Source: an optimization exercise on an open RTL-to-GDS flow (aim: small area). Production flows keep margins and buffers that such runs may drop. The RTL was checked by simulation tests, not by an equivalence proof against the original design. The flow treats the clock pin as an ideal source, which a real chip does not have.

==> inputs of run a <==
// pmem_line_responder
module pmem_line_responder
#(
  parameter int LINES         = 16,
  parameter int READ_LATENCY  = 8,
  parameter int WRITE_LATENCY = 8
) (
  input  logic        clk,
  input  logic        reset,
  input  logic        pmem_read,
  input  logic        pmem_write,
  input  lc3b_types::lc3b_word    pmem_address,
  input  lc3b_types::lc3b_32bytes pmem_wdata,
  output logic        pmem_resp,
  output lc3b_types::lc3b_32bytes pmem_rdata,
  output logic        protocol_error
);
==> module pmem_line_array, before the edit <==
module pmem_line_array
#(
  parameter int SLOTS = 8
) (
  input  logic                    clk,
  input  logic                    ins_a_i,
  input  logic                    ins_b_i,
  input  lc3b_types::lc3b_32bytes din_i,
  output lc3b_types::lc3b_32bytes tap_a_o,
  output lc3b_types::lc3b_32bytes tap_b_o
);
  localparam int W = 256;
  logic [SLOTS*W-1:0] ring_a_q;
  logic [SLOTS*W-1:0] ring_b_q;
  assign tap_a_o = ring_a_q[SLOTS*W-1 -: W];
  assign tap_b_o = ring_b_q[SLOTS*W-1 -: W];
  always_ff @(posedge clk) begin
    ring_a_q <= {ring_a_q[(SLOTS-1)*W-1:0], (ins_a_i ? din_i : tap_a_o)};
    ring_b_q <= {ring_b_q[(SLOTS-1)*W-1:0], (ins_b_i ? din_i : tap_b_o)};
  end
endmodule
==> module pmem_line_responder, before the edit <==
module pmem_line_responder
#(
  parameter int LINES         = 16,
  parameter int READ_LATENCY  = 8,
  parameter int WRITE_LATENCY = 8
) (
  input  logic        clk,
  input  logic        reset,
  input  logic        pmem_read,
  input  logic        pmem_write,
  input  lc3b_types::lc3b_word    pmem_address,
  input  lc3b_types::lc3b_32bytes pmem_wdata,
  output logic        pmem_resp,
  output lc3b_types::lc3b_32bytes pmem_rdata,
  output logic        protocol_error
);
  logic          busy_q;    
  logic [2:0]    cnt_q;     
  logic          wr_q;
  logic [10:0]   tag_q;     
  logic          resp_q;
  logic          perr_q;
  logic [2:0]    ph_q;
  logic [15:0]   valid_q;
  lc3b_types::lc3b_32bytes buf_q;
  lc3b_types::lc3b_32bytes tap_a, tap_b;
  logic       accept;
  logic [3:0] line;
  logic       at_tap;
  logic       line_valid;
  logic       req_changed;
  logic       sel_w, sel_a, sel_b, sel_h, cap;
  logic       ins_a, ins_b;
  assign accept = !busy_q && (pmem_read || pmem_write);
  assign line   = busy_q ? tag_q[3:0] : pmem_address[8:5];
  assign at_tap = (line[2:0] == ~ph_q);
  assign line_valid = valid_q[line];
  assign cap   = (busy_q ? !wr_q : (pmem_read && !pmem_write)) && at_tap;
  assign sel_w = !busy_q && pmem_write;
  assign sel_a = cap && line_valid && !line[3];
  assign sel_b = cap && line_valid &&  line[3];
  assign sel_h = !sel_w && !cap;
  assign ins_a = busy_q && wr_q && at_tap && !line[3];
  assign ins_b = busy_q && wr_q && at_tap &&  line[3];
  assign req_changed = (wr_q ? !pmem_write : !pmem_read) || (pmem_address[15:5] != tag_q);
  pmem_line_array #(
    .SLOTS(8)
  ) u_array (
    .clk    (clk),
    .ins_a_i(ins_a),
    .ins_b_i(ins_b),
    .din_i  (buf_q),
    .tap_a_o(tap_a),
    .tap_b_o(tap_b)
  );
  lc3b_types::lc3b_32bytes buf_d;
  pmem_line_select u_sel (
    .sel_w_i(sel_w),
    .sel_a_i(sel_a),
    .sel_b_i(sel_b),
    .sel_h_i(sel_h),
    .w_i    (pmem_wdata),
    .a_i    (tap_a),
    .b_i    (tap_b),
    .h_i    (buf_q),
    .d_o    (buf_d)
  );
  always_ff @(posedge clk) begin
    buf_q <= buf_d;
  end
  always_ff @(posedge clk) begin
    if (reset) begin
      busy_q  <= 1'b0;
      resp_q  <= 1'b0;
      perr_q  <= 1'b0;
      ph_q    <= '0;
      valid_q <= '0;
    end else begin
      ph_q   <= ph_q + 3'd1;
      resp_q <= busy_q && (cnt_q == 3'd6);
      if (busy_q) begin
        cnt_q <= cnt_q + 3'd1;
        if (resp_q) begin
          busy_q <= 1'b0;
        end else if (req_changed) begin
          perr_q <= 1'b1;
        end
      end else if (accept) begin
        busy_q <= 1'b1;
        cnt_q  <= '0;
        wr_q   <= pmem_write;
        tag_q  <= pmem_address[15:5];
        if (pmem_write) begin
          valid_q[pmem_address[8:5]] <= 1'b1;
        end
        if (pmem_write && pmem_read) begin
          perr_q <= 1'b1;
        end
      end
    end
  end
  assign pmem_resp      = resp_q;
  assign pmem_rdata     = buf_q;
  assign protocol_error = perr_q;
endmodule
==> module pmem_line_select, before the edit <==
module pmem_line_select (
  input  logic                    sel_w_i,
  input  logic                    sel_a_i,
  input  logic                    sel_b_i,
  input  logic                    sel_h_i,
  input  lc3b_types::lc3b_32bytes w_i,
  input  lc3b_types::lc3b_32bytes a_i,
  input  lc3b_types::lc3b_32bytes b_i,
  input  lc3b_types::lc3b_32bytes h_i,
  output lc3b_types::lc3b_32bytes d_o
);
  assign d_o = ({256{sel_w_i}} & w_i) | ({256{sel_a_i}} & a_i) |
               ({256{sel_b_i}} & b_i) | ({256{sel_h_i}} & h_i);
endmodule
clock: 10.0 ns
lec_check: 0
cap_margin: 20
core_margin: 2
core_utilization: 60
cts_cluster_diameter: 100
cts_cluster_size: 30
slew_margin: 20
synth_hierarchical: 1
synth_minimum_keep_size: 0
standard.sh (not shown) runs the stock make flow with config.mk's settings and CLKGATE_MAP_FILE= SYNTH_SCRIPT=/design/flow/synth_recipe.tcl, a recipe that flattens the netlist after the stock synthesis.
==> flow/flow/run.sh <==
#!/bin/bash
# Standard ORFS layout (the standard.sh, unchanged synthesis and steps), except that the
# port buffers are the smallest buffer cell instead of the one buffer_ports picks by itself,
# and clock tree synthesis uses larger sink clusters without dummy loads.
set -euo pipefail
export BUFFER_PORTS_ARGS="-buffer_cell sky130_fd_sc_hd__buf_1"
export CTS_ARGS="-sink_clustering_enable -repair_clock_nets -sink_clustering_size 32 -sink_clustering_max_diameter 70 -dont_use_dummy_load"
bash standard.sh > standard.log 2>&1
==> inputs of run b, as changes to run a <==
--- a/flow/design.v
+++ b/flow/design.v
@@ -19,3 +19,3 @@
   input  logic                    ins_b_i,
-  input  lc3b_types::lc3b_32bytes din_i,
+  input  lc3b_types::lc3b_32bytes din_n_i,
   output lc3b_types::lc3b_32bytes tap_a_o,
@@ -26,8 +26,32 @@
   logic [SLOTS*W-1:0] ring_b_q;
+  logic [W-1:0]       next_a, next_b;
   assign tap_a_o = ring_a_q[SLOTS*W-1 -: W];
   assign tap_b_o = ring_b_q[SLOTS*W-1 -: W];
+  pmem_ring_entry u_entry_a (
+    .ins_i  (ins_a_i),
+    .keep_n_i(ins_a_i),
+    .din_n_i(din_n_i),
+    .tap_i  (tap_a_o),
+    .next_o (next_a)
+  );
+  pmem_ring_entry u_entry_b (
+    .ins_i  (ins_b_i),
+    .keep_n_i(ins_b_i),
+    .din_n_i(din_n_i),
+    .tap_i  (tap_b_o),
+    .next_o (next_b)
+  );
   always_ff @(posedge clk) begin
-    ring_a_q <= {ring_a_q[(SLOTS-1)*W-1:0], (ins_a_i ? din_i : tap_a_o)};
-    ring_b_q <= {ring_b_q[(SLOTS-1)*W-1:0], (ins_b_i ? din_i : tap_b_o)};
+    ring_a_q <= {ring_a_q[(SLOTS-1)*W-1:0], next_a};
+    ring_b_q <= {ring_b_q[(SLOTS-1)*W-1:0], next_b};
   end
+endmodule
+module pmem_ring_entry (
+  input  logic                    ins_i,
+  input  logic                    keep_n_i,
+  input  lc3b_types::lc3b_32bytes din_n_i,
+  input  lc3b_types::lc3b_32bytes tap_i,
+  output lc3b_types::lc3b_32bytes next_o
+);
+  assign next_o = ~(({256{ins_i}} & din_n_i) | ({256{~keep_n_i}} & ~tap_i));
 endmodule
@@ -78,2 +102,4 @@
   assign req_changed = (wr_q ? !pmem_write : !pmem_read) || (pmem_address[15:5] != tag_q);
+  lc3b_types::lc3b_32bytes buf_d;
+  lc3b_types::lc3b_32bytes hold_n;
   pmem_line_array #(
@@ -84,3 +110,3 @@
     .ins_b_i(ins_b),
-    .din_i  (buf_q),
+    .din_n_i(hold_n),
     .tap_a_o(tap_a),
@@ -88,13 +114,13 @@
   );
-  lc3b_types::lc3b_32bytes buf_d;
   pmem_line_select u_sel (
-    .sel_w_i(sel_w),
-    .sel_a_i(sel_a),
-    .sel_b_i(sel_b),
-    .sel_h_i(sel_h),
-    .w_i    (pmem_wdata),
-    .a_i    (tap_a),
-    .b_i    (tap_b),
-    .h_i    (buf_q),
-    .d_o    (buf_d)
+    .sel_w_i (sel_w),
+    .sel_a_i (sel_a),
+    .sel_b_i (sel_b),
+    .sel_h_i (sel_h),
+    .w_i     (pmem_wdata),
+    .a_i     (tap_a),
+    .b_i     (tap_b),
+    .h_i     (buf_q),
+    .hold_n_o(hold_n),
+    .d_o     (buf_d)
   );
@@ -147,6 +173,39 @@
   input  lc3b_types::lc3b_32bytes h_i,
+  output lc3b_types::lc3b_32bytes hold_n_o,
   output lc3b_types::lc3b_32bytes d_o
 );
-  assign d_o = ({256{sel_w_i}} & w_i) | ({256{sel_a_i}} & a_i) |
-               ({256{sel_b_i}} & b_i) | ({256{sel_h_i}} & h_i);
-endmodule
+  lc3b_types::lc3b_32bytes load_n;
+  pmem_line_load_nor u_load (
+    .sel_w_i (sel_w_i),
+    .sel_a_i (sel_a_i),
+    .sel_b_i (sel_b_i),
+    .w_i     (w_i),
+    .a_i     (a_i),
+    .b_i     (b_i),
+    .load_n_o(load_n)
+  );
+  pmem_line_hold_nand u_hold (
+    .sel_h_i (sel_h_i),
+    .h_i     (h_i),
+    .hold_n_o(hold_n_o)
+  );
+  assign d_o = ~(load_n & hold_n_o);
+endmodule
+module pmem_line_hold_nand (
+  input  logic                    sel_h_i,
+  input  lc3b_types::lc3b_32bytes h_i,
+  output lc3b_types::lc3b_32bytes hold_n_o
+);
+  assign hold_n_o = ~({256{sel_h_i}} & h_i);
+endmodule
+module pmem_line_load_nor (
+  input  logic                    sel_w_i,
+  input  logic                    sel_a_i,
+  input  logic                    sel_b_i,
+  input  lc3b_types::lc3b_32bytes w_i,
+  input  lc3b_types::lc3b_32bytes a_i,
+  input  lc3b_types::lc3b_32bytes b_i,
+  output lc3b_types::lc3b_32bytes load_n_o
+);
+  assign load_n_o = ~(({256{sel_w_i}} & w_i) | ({256{sel_a_i}} & a_i) | ({256{sel_b_i}} & b_i));
+endmodule
--- a/flow/flow/run.sh
+++ b/flow/flow/run.sh
@@ -6,3 +6,3 @@
 export BUFFER_PORTS_ARGS="-buffer_cell sky130_fd_sc_hd__buf_1"
-export CTS_ARGS="-sink_clustering_enable -repair_clock_nets -sink_clustering_size 32 -sink_clustering_max_diameter 70 -dont_use_dummy_load"
+export CTS_ARGS="-sink_clustering_enable -repair_clock_nets -sink_clustering_size 34 -sink_clustering_max_diameter 80 -dont_use_dummy_load"
 bash standard.sh > standard.log 2>&1
--- a/flow/config.mk
+++ b/flow/config.mk
@@ -9,3 +9,3 @@
 export CORE_MARGIN = 2
-export CORE_UTILIZATION = 60
+export CORE_UTILIZATION = 75
 export CTS_CLUSTER_DIAMETER = 100
==> run_results.csv <==
group,metric,value,unit
status,status,"no timing/DRC/antenna violations",
global_route,grt_max_degree,207,
timing,timing.fmax,203,MHz
clock_tree,clk_pin_slew_worst_paths,0.12,ns
critical_path,worstPathMaxFanout,55,
timing,whs,0.303,ns
The numbers above come from run b.

==> run_results.csv <==
group,metric,value,unit
timing,whs,0.283,ns
global_route,grt_max_degree,130,
critical_path,worstPathMaxFanout,37,
status,status,"no timing/DRC/antenna violations",
timing,timing.fmax,196,MHz
The numbers above come from run a.

-- afterwards: timing with drivers on the ports --
How much do the figures lean on ideal ports? The routed layouts below were timed once more, with nothing changed but the port constraints.
Step 1 sets driving cells, clkbuf_16 on the clock port and buf_2 on the other inputs (assumed; they add their load-dependent delay and slew).
Step 2 also shifts input and output timing later by t, the mid clock arrival at the registers, as if the neighbouring blocks saw the same clock.
Slacks: no drivers / after step 1 / after step 2; pairs: no drivers / after step 1.
| run | t (ns) | setup slack, ns | worst hold slack (ns) | clock arrival spread, ns | worst register clock-pin slew, ns |
|---|---|---|---|---|---|
| run a | 0.873 | 4.902 / 4.938 / 4.065 | 0.283 / 0.283 / 0.283 | 0.070 / 0.070 | 0.11 / 0.11 |
| run b | 0.875 | 5.081 / 5.008 / 4.132 | 0.303 / 0.303 / 0.303 | 0.040 / 0.039 | 0.12 / 0.12 |
After both steps setup and hold are still met in every run listed. The setup slack of run b, which loses most, moves by -0.073 ns with the drivers and by -0.949 ns with both steps.
